Background: an optimization exercise with open tools, aiming at small area, a short achievable clock period and few clock cycles per item. Do not read the settings as production practice.
Only simulation tests tie the RTL to the original design; equivalence was not proved.
Power is estimated from default activity; no workload was simulated.

`design/flow/design.v`:
```
package pidc_pkg;
  localparam int MUL_STEPS = 32;
  localparam int DIV_STEPS = 64;
  localparam logic [2:0] REG_KP     = 3'd0;
  localparam logic [2:0] REG_KI     = 3'd1;
  localparam logic [2:0] REG_KD     = 3'd2;
  localparam logic [2:0] REG_TARGET = 3'd3;
  localparam logic [2:0] REG_OFFSET = 3'd4;
  localparam logic [2:0] REG_BOUND  = 3'd5;
  localparam logic [31:0] MS_PER_SECOND = 32'd1000;
  typedef struct packed {
    logic               start;
    logic signed [33:0] a;
    logic signed [32:0] b;
  } mul_req_t;
  typedef struct packed {
    logic               done;
    logic signed [65:0] p;
  } mul_rsp_t;
  typedef struct packed {
    logic        start;
    logic [63:0] num;
    logic [31:0] den;
  } div_req_t;
  typedef struct packed {
    logic        done;
    logic [63:0] quo;
  } div_rsp_t;
  function automatic logic signed [31:0] sat32(input logic signed [63:0] v);
    if (v > 64'sd2147483647) begin
      sat32 = 32'sh7fffffff;
    end else if (v < -64'sd2147483648) begin
      sat32 = 32'sh80000000;
    end else begin
      sat32 = v[31:0];
    end
  endfunction
endpackage
module pidc_mul (
  input  logic               clk,
  input  logic               rst,
  input  pidc_pkg::mul_req_t req,
  output pidc_pkg::mul_rsp_t rsp
);
  logic        busy;
  logic        done;
  logic [4:0]  cnt;
  logic [32:0] amag;
  logic [32:0] hi;
  logic [31:0] lo;
  logic        neg;
  logic [33:0] a_abs;
  logic [32:0] b_abs;
  logic [33:0] t;
  logic [65:0] mag;
  assign a_abs = req.a[33] ? 34'(-req.a) : req.a;
  assign b_abs = req.b[32] ? 33'(-req.b) : req.b;
  assign t = {1'b0, hi} + (lo[0] ? {1'b0, amag} : 34'd0);
  assign mag = {1'b0, hi, lo};
  always_ff @(posedge clk) begin
    if (rst) begin
      busy <= 1'b0;
      done <= 1'b0;
    end else begin
      done <= 1'b0;
      if (req.start) begin
        busy <= 1'b1;
        cnt  <= '0;
        amag <= a_abs[32:0];
        lo   <= b_abs[31:0];
        hi   <= '0;
        neg  <= req.a[33] ^ req.b[32];
      end else if (busy) begin
        hi  <= t[33:1];
        lo  <= {t[0], lo[31:1]};
        cnt <= cnt + 5'd1;
        if (cnt == 5'(pidc_pkg::MUL_STEPS - 1)) begin
          busy <= 1'b0;
          done <= 1'b1;
        end
      end
    end
  end
  assign rsp.done = done;
  assign rsp.p    = neg ? $signed(-mag) : $signed(mag);
endmodule
module pidc_div (
  input  logic               clk,
  input  logic               rst,
  input  pidc_pkg::div_req_t req,
  output pidc_pkg::div_rsp_t rsp
);
  logic        busy;
  logic        done;
  logic [5:0]  cnt;
  logic [31:0] rem;
  logic [63:0] quo;
  logic [31:0] den;
  logic [32:0] r;
  logic        fits;
  assign r    = {rem, quo[63]};
  assign fits = r >= {1'b0, den};
  always_ff @(posedge clk) begin
    if (rst) begin
      busy <= 1'b0;
      done <= 1'b0;
    end else begin
      done <= 1'b0;
      if (req.start) begin
        busy <= 1'b1;
        cnt  <= '0;
        rem  <= '0;
        quo  <= req.num;
        den  <= req.den;
      end else if (busy) begin
        rem <= fits ? 32'(r - {1'b0, den}) : r[31:0];
        quo <= {quo[62:0], fits};
        cnt <= cnt + 6'd1;
        if (cnt == 6'(pidc_pkg::DIV_STEPS - 1)) begin
          busy <= 1'b0;
          done <= 1'b1;
        end
      end
    end
  end
  assign rsp.done = done;
  assign rsp.quo  = quo;
endmodule
module pid_controller_clamped_integral_unit (
  input  logic        clk,
  input  logic        rst,
  input  logic        s_tvalid,
  output logic        s_tready,
  input  logic [63:0] s_tdata,    
  output logic        m_tvalid,
  input  logic        m_tready,
  output logic [71:0] m_tdata,    
  input  logic        psel,
  input  logic        penable,
  input  logic        pwrite,
  input  logic [4:0]  paddr,
  input  logic [31:0] pwdata,
  output logic [31:0] prdata,
  output logic        pready
);
  typedef enum logic [9:0] {
    S_IDLE = 10'b0000000001,
    S_MI   = 10'b0000000010,
    S_DI   = 10'b0000000100,
    S_INT  = 10'b0000001000,
    S_MD   = 10'b0000010000,
    S_DD   = 10'b0000100000,
    S_MP   = 10'b0001000000,
    S_MK   = 10'b0010000000,
    S_MKD  = 10'b0100000000,
    S_DONE = 10'b1000000000
  } state_t;
  state_t state;
  logic signed [31:0] kp, ki, kd, target, offset;
  logic [30:0]        bound;
  logic               primed;
  logic signed [31:0] integral_sum, error_now, error_before, deriv, drive_r;
  logic [31:0]        time_before, elapsed;
  logic               clamp_r, quo_neg, go;
  logic signed [55:0] step_q;
  logic signed [51:0] acc;
  logic signed [31:0] o_drive, o_error;
  logic               o_clamp, o_valid;
  pidc_pkg::mul_req_t mul_req;
  pidc_pkg::mul_rsp_t mul_rsp;
  pidc_pkg::div_req_t div_req;
  pidc_pkg::div_rsp_t div_rsp;
  logic signed [31:0] meas;
  logic [31:0]        now;
  logic signed [33:0] err_full, diff;
  logic signed [63:0] err_wide, deriv_wide, total_wide;
  logic [65:0]        p_mag;
  logic signed [56:0] sum, bound_pos;
  logic signed [63:0] dq;
  logic signed [51:0] total;
  logic               wr;
  assign meas = s_tdata[31:0];
  assign now  = s_tdata[63:32];
  assign err_full = 34'(target) + 34'(offset) - 34'(meas);
  assign err_wide = 64'(err_full);
  assign diff = 34'(error_now) - 34'(error_before);
  assign p_mag = mul_rsp.p[65] ? 66'(-mul_rsp.p) : mul_rsp.p;
  assign sum = 57'(integral_sum) + 57'(step_q);
  assign bound_pos = $signed({26'd0, bound});
  assign dq = quo_neg ? -$signed({1'b0, div_rsp.quo[62:0]})
                      : $signed({1'b0, div_rsp.quo[62:0]});
  assign total = acc + 52'($signed(mul_rsp.p[65:16]));
  assign total_wide = 64'(total);
  assign deriv_wide = dq;
  assign s_tready = (state == S_IDLE);
  assign wr = psel && penable && pwrite && pready;
  assign pready = 1'b1;
  always_comb begin
    mul_req.start = go && (state == S_MI || state == S_MD || state == S_MP ||
                           state == S_MK || state == S_MKD);
    case (state)
      S_MI: begin
        mul_req.a = 34'(error_now);
        mul_req.b = $signed({1'b0, elapsed});
      end
      S_MD: begin
        mul_req.a = diff;
        mul_req.b = $signed({1'b0, pidc_pkg::MS_PER_SECOND});
      end
      S_MP: begin
        mul_req.a = 34'(kp);
        mul_req.b = 33'(error_now);
      end
      S_MK: begin
        mul_req.a = 34'(ki);
        mul_req.b = 33'(integral_sum);
      end
      S_MKD: begin
        mul_req.a = 34'(kd);
        mul_req.b = 33'(deriv);
      end
      default: begin
        mul_req.a = '0;
        mul_req.b = '0;
      end
    endcase
    div_req.start = go && (state == S_DI || state == S_DD);
    div_req.num   = p_mag[63:0];
    div_req.den   = (state == S_DI) ? pidc_pkg::MS_PER_SECOND : elapsed;
  end
  pidc_mul u_mul (.clk(clk), .rst(rst), .req(mul_req), .rsp(mul_rsp));
  pidc_div u_div (.clk(clk), .rst(rst), .req(div_req), .rsp(div_rsp));
  always_ff @(posedge clk) begin
    if (rst) begin
      kp     <= '0;
      ki     <= '0;
      kd     <= '0;
      target <= '0;
      offset <= '0;
      bound  <= '0;
    end else if (wr) begin
      case (paddr[4:2])
        pidc_pkg::REG_KP:     kp     <= pwdata;
        pidc_pkg::REG_KI:     ki     <= pwdata;
        pidc_pkg::REG_KD:     kd     <= pwdata;
        pidc_pkg::REG_TARGET: target <= pwdata;
        pidc_pkg::REG_OFFSET: offset <= pwdata;
        pidc_pkg::REG_BOUND:  bound  <= pwdata[30:0];
        default: ;
      endcase
    end
  end
  always_comb begin
    case (paddr[4:2])
      pidc_pkg::REG_KP:     prdata = kp;
      pidc_pkg::REG_KI:     prdata = ki;
      pidc_pkg::REG_KD:     prdata = kd;
      pidc_pkg::REG_TARGET: prdata = target;
      pidc_pkg::REG_OFFSET: prdata = offset;
      pidc_pkg::REG_BOUND:  prdata = {1'b0, bound};
      default:              prdata = '0;
    endcase
  end
  always_ff @(posedge clk) begin
    if (rst) begin
      state        <= S_IDLE;
      go           <= 1'b0;
      primed       <= 1'b0;
      integral_sum <= '0;
      error_now    <= '0;
      error_before <= '0;
      time_before  <= '0;
      clamp_r      <= 1'b0;
      o_valid      <= 1'b0;
    end else begin
      go <= 1'b0;
      if (o_valid && m_tready) begin
        o_valid <= 1'b0;
      end
      case (state)
        S_IDLE: begin
          if (s_tvalid) begin
            time_before  <= now;
            error_before <= error_now;
            clamp_r      <= 1'b0;
            primed       <= 1'b1;
            if (primed) begin
              elapsed   <= now - time_before;
              error_now <= pidc_pkg::sat32(err_wide);
              go        <= 1'b1;
              state     <= S_MI;
            end else begin
              drive_r <= '0;
              state   <= S_DONE;
            end
          end
        end
        S_MI: begin
          if (mul_rsp.done) begin
            quo_neg <= mul_rsp.p[65];
            go      <= 1'b1;
            state   <= S_DI;
          end
        end
        S_DI: begin
          if (div_rsp.done) begin
            step_q <= quo_neg ? -$signed({1'b0, div_rsp.quo[54:0]})
                              : $signed({1'b0, div_rsp.quo[54:0]});
            state  <= S_INT;
          end
        end
        S_INT: begin
          if (sum > bound_pos) begin
            integral_sum <= bound_pos[31:0];
            clamp_r      <= 1'b1;
          end else if (sum < -bound_pos) begin
            integral_sum <= 32'(-bound_pos);
            clamp_r      <= 1'b1;
          end else begin
            integral_sum <= sum[31:0];
          end
          go <= 1'b1;
          if (elapsed == 32'd0) begin
            deriv <= '0;
            state <= S_MP;
          end else begin
            state <= S_MD;
          end
        end
        S_MD: begin
          if (mul_rsp.done) begin
            quo_neg <= mul_rsp.p[65];
            go      <= 1'b1;
            state   <= S_DD;
          end
        end
        S_DD: begin
          if (div_rsp.done) begin
            deriv <= pidc_pkg::sat32(deriv_wide);
            go    <= 1'b1;
            state <= S_MP;
          end
        end
        S_MP: begin
          if (mul_rsp.done) begin
            acc   <= 52'($signed(mul_rsp.p[65:16]));
            go    <= 1'b1;
            state <= S_MK;
          end
        end
        S_MK: begin
          if (mul_rsp.done) begin
            acc   <= total;
            go    <= 1'b1;
            state <= S_MKD;
          end
        end
        S_MKD: begin
          if (mul_rsp.done) begin
            drive_r <= pidc_pkg::sat32(total_wide);
            state   <= S_DONE;
          end
        end
        S_DONE: begin
          if (!o_valid || m_tready) begin
            o_drive <= drive_r;
            o_error <= error_now;
            o_clamp <= clamp_r;
            o_valid <= 1'b1;
            state   <= S_IDLE;
          end
        end
        default: state <= S_IDLE;
      endcase
    end
  end
  assign m_tvalid = o_valid;
  assign m_tdata  = {7'd0, o_clamp, o_error, o_drive};
endmodule
```
`design/flow/run.sh`:
```
#!/bin/bash
# synth_recipe.tcl (not shown) runs the flow's synth.tcl, then flattens the netlist and writes it again
# the make line also repeats each setting of config.mk as NAME=value (left out here)
make -C /OpenROAD-flow-scripts/flow DESIGN_CONFIG=/design/flow/config.mk WORK_HOME=/design/flow/orfs CLKGATE_MAP_FILE= SYNTH_SCRIPT=/design/flow/synth_recipe.tcl finish
```
`design/flow/config.mk`:
```
export PLATFORM = sky130hd
export DESIGN_NAME = pid_controller_clamped_integral_unit
export DESIGN_NICKNAME = pid_controller_clamped_integral_unit
export VERILOG_FILES = /design/flow/design.v
export SDC_FILE = /design/flow/constraint.sdc
export NUM_CORES = 4
export LEC_CHECK = 0
export CAP_MARGIN = 20
export CORE_MARGIN = 2
export CORE_UTILIZATION = 40
export SLEW_MARGIN = 20
```
`design/flow/constraint.sdc`:
```
create_clock -name core_clock -period 9.0 [get_ports {clk}]
set_input_delay 1.8000 -clock core_clock [delete_from_list [all_inputs] [get_ports {clk}]]
set_output_delay 1.8000 -clock core_clock [all_outputs]
set_load 0.01 [all_outputs]
```
==> results.txt <==
-- cell families after synthesis --
group           Yosys count  share of synthesized area, %
simple gates           2314                         18.72
fa+ha+maj               406                         9.189
other cells               2                       0.01286
mux                      53                        0.9493
xor+xnor                484                         7.273
buf+inv                 812                         5.338
compound gates         1915                         20.83
flops                   845                         37.68
-- flip-flops by register name (all words and copies together) (netlist names), 33 cells and up --
register	count
u_div.quo	64
step_q	56
u_mul.hi	33
u_mul.amag	33
acc	52
-- final timing paths --
check | slack [ns] | cells after the start | endpoint
max | 1.50 | 21 | drive_r[2]
min | 0.42 | 0 | o_drive[3]
max reg2reg | 1.50 | 21 | drive_r[2]
min reg2reg | 0.42 | 0 | o_drive[3]
-- stage by stage --
stage | cell area, sq um | util [%] | std cells | hold slack [ns] | worst slack [ns]
floorplan | 58410 | - | 6837 | 0.4003 | 1.660
global placement | 62350 | 42.94 | 8689 | 0.4046 | 1.785
detailed placement | 62350 | 42.94 | 8689 | 0.4045 | 1.623
CTS | 65750 | 45.28 | 8872 | 0.4212 | 1.589
global route | 65800 | 45.32 | 8874 | 0.4267 | 0.9739
finish | 65810 | 45.32 | 8875 | 0.4182 | 1.497
-- metal layers --
layer  vias up  global-route usage [%]
met5         -                       0
met4         6                   11.72
met3       411                   3.979
met2      2078                   42.51
met1     25160                   37.88
li1      24630                       -
-- worst max-delay path: stages, from the launching register on --
cell and delay (ns):
edfxtp_1 0.54, nor3_1 0.66, nand4_1 0.46, or4_1 0.59, nand2_1 0.11, xor2_1 0.27
inv_1 0.15, fa_1 0.45, a21oi_1 0.23, o22ai_1 0.17, o211a_1 0.27, o311ai_1 0.60
nand4_1 0.34, a31oi_1 0.42, o21ai_0 0.17, xnor2_1 0.32, nand2_1 0.09, nor4b_1 0.31
nand4_1 0.19, o41ai_2 0.38, buf_4 0.36, a21oi_1 0.13
-- layout make-up --
cell class	instances	area, sq um	area share, %
Sequential cell	845	22000	33.43
Inverter	439	1648	2.504
Antenna cell	1	2.502	0.003803
Timing Repair Buffer	310	2875	4.369
Multi-Input combinational cell	5180	33480	50.88
Tap cell	1917	2399	3.645
Clock inverter	49	604.3	0.9183
Clock buffer	134	2794	4.246
-- power groups by stage --
| stage | clock network [mW] | logic, mW | registers [mW] |
|---|---|---|---|
| 3_5_place_dp | 0 | 1.05 | 4.29 |
| 2_1_floorplan | 0 | 0.702 | 4.25 |
| 5_1_grt | 4.48 | 1.18 | 4.21 |
| 6_report | 4.27 | 1.07 | 4.21 |
| 4_1_cts | 4.33 | 1.06 | 4.21 |
| 3_3_place_gp | 0 | 1.04 | 4.29 |
-- cells in the final DEF, fill, tap and decap left out, drive strengths merged, types with 108 or more instances in the layout --
cell             n
a21oi          706
clkdlybuf4s50  203
xor2           184
clkbuf         134
and2           111
a21o           147
nor3           126
xnor2          300
nand4          108
nand2          928
ha             368
inv            445
a22oi          170
o21ai          336
nand3          138
dfxtp          337
edfxtp         508
nor2           481
==> results by group <==
Global route
  • Initial antenna violation count: 10
  • Number of global-route vias before repair: 49040
  • Global-route wire length before repair: 309700 microns
  • Largest net degree at the start of global routing: 91
  • Remaining Overflow, GRT: 0
  • Total Routing Usage GR: 27.37%

Yosys
  • Leading area contributor after synthesis: edfxtp_1
  • Synth Instances: 6831
  • Post-synth EDFFs: 508
  • Syn. warnings: 3
  • Avg Cell Area, Syn: 8.548 sq um
  • Post-synthesis sequential area ratio: 37.68%
  • Yosys cell types: 104
  • Synthesized flop and latch total: 845
  • Dominant synthesized flop cell: edfxtp_1
  • Post-synth ARST share: 0%
  • Most frequent cell after synthesis: nand2_1
  • Most instantiated cells after synthesis: 925 x nand2_1, 706 x a21oi_1, 508 x edfxtp_1, 480 x nor2_1, 438 x inv_1
  • Top-area cell type share of the netlist area: 26.13%
  • Synth top area cells: edfxtp_1 26%, dfxtp_1 12%, ha_1 7.9%, a21oi_1 6.1%, nand2_1 5.9%
  • Synth Cell Area: 58390 sq um

Power
  • Net Sw Power: 2.514 mW
  • Peak supply drop: 0.0001351 V
  • Reg power frac: 44.1%
  • Internal: 7.041 mW
  • Overall power: 9.556 mW
  • P per Cell Area: 145.2 nW/um^2
  • Clock power share: 44.7%
  • Leakage power: 24.78 nW
  • Comb pwr share: 11.2%
  • Sw Ratio: 26.31%

STA
  • Fin crit period: 7.503 ns
  • Worst-margin pin slew: 1.053 ns
  • Fmax: 133.3 MHz
  • Fin Clk Skew: 0.05494 ns
  • Setup TNS: 0 ns
  • Final period util: 83.37%
  • Final Hold Fails: 0
  • RSZ-0062 raised after global routing: no
  • Slew Viols, Final: 0
  • Final setup viols: 0
  • Rel. slew slack: 27.98%

Drt
  • Metal3 WL: 16740 microns
  • Via count: 52280
  • Drc violations: 0
  • DR vias/cell: 5.890
  • Total wire length: 208200 microns
  • Initial DRC Count: 6000
  • Number of routed nets with antenna violations: 0
  • Routed WL per cell: 23.45 microns
  • Top sig layer: met5
  • First drt pass iteration count: 9
  • Met2 wire length: 91680 microns
  • Met1 wire length: 89620 microns

Min path
  • Worst Min Path Start: drive_r[3]
  • Hold crit path type: reg -> reg

Critical path
  • RR Startpoint: u_mul.lo[2]
  • Worst Path Required: 9.44 ns
  • CP startpoint kind: register
  • Crit path kind: reg -> reg
  • Worst-path fanout max: 31
  • CP arrival: 7.94 ns
  • CP Capture Type: register
  • Setup crit start: u_mul.lo[2]

Final layout
  • Final nets: 7390
  • Share of cells above drive strength 1: 5.362%
  • Area grow syn2layout: 12.71%
  • Filler cells: 14180

Floorplan
  • Floorplan core area: 145200 sq um
  • Chip width: 386.1 microns
  • Initial Util: 40.21%
  • Area of the die: 149000 sq um
  • Die Y: 386.1 microns
  • Std-Cell Rows: 140
  • # IOs: 215

Clock tree
  • Worst-path clk slew: 0.06 ns
  • H-tree Lvls: 3
  • Clock latency (worst-skew pair): 0.74 ns
  • Clock Tree Root: clkbuf_16
  • TritonCTS buffer count: 100
  • Clock Path Buffers: 3
  • CTS Hold Bufs: 0
  • Setup Fix Bufs, Post-CTS: 0
  • CTS tree: built
  • Clock Sinks: 845
  • Cts repair resizes: 0

Placed design
  • HPWL Detailed: 158900 microns
  • GPL Wtd Cong: 0.9821
  • IO Port Bufs: 204

Flow run
  • Max Cap Violations: 0

Status
  • Status: finished clean
Testbench counts, summed over its fixed seeds: cycles 478,392, items 1,600.

==> afterwards: timing with drivers on the ports <==
The flow's constraints put no driver on any port. The routed layout listed below was extracted and timed again, unchanged, in two steps. Step 1 assumes that a clkbuf_16 drives the clock port and a buf_2 every other input. Step 2 also shifts input and output timing later by t, the mid clock arrival at the registers, as if the neighbouring blocks saw the same clock. Slacks: no drivers / after step 1 / after step 2; pairs: no drivers / after step 1.
shift t [ns]: 0.785
setup slack, ns: 1.497 / 1.497 / 1.497
worst setup path at the end: register to register
worst slew at a driven data input, ns: 0.13
After both steps setup and hold are still met in this run. For this run, drivers alone change the setup slack by 0.000 ns; drivers and shift together by 0.000 ns.
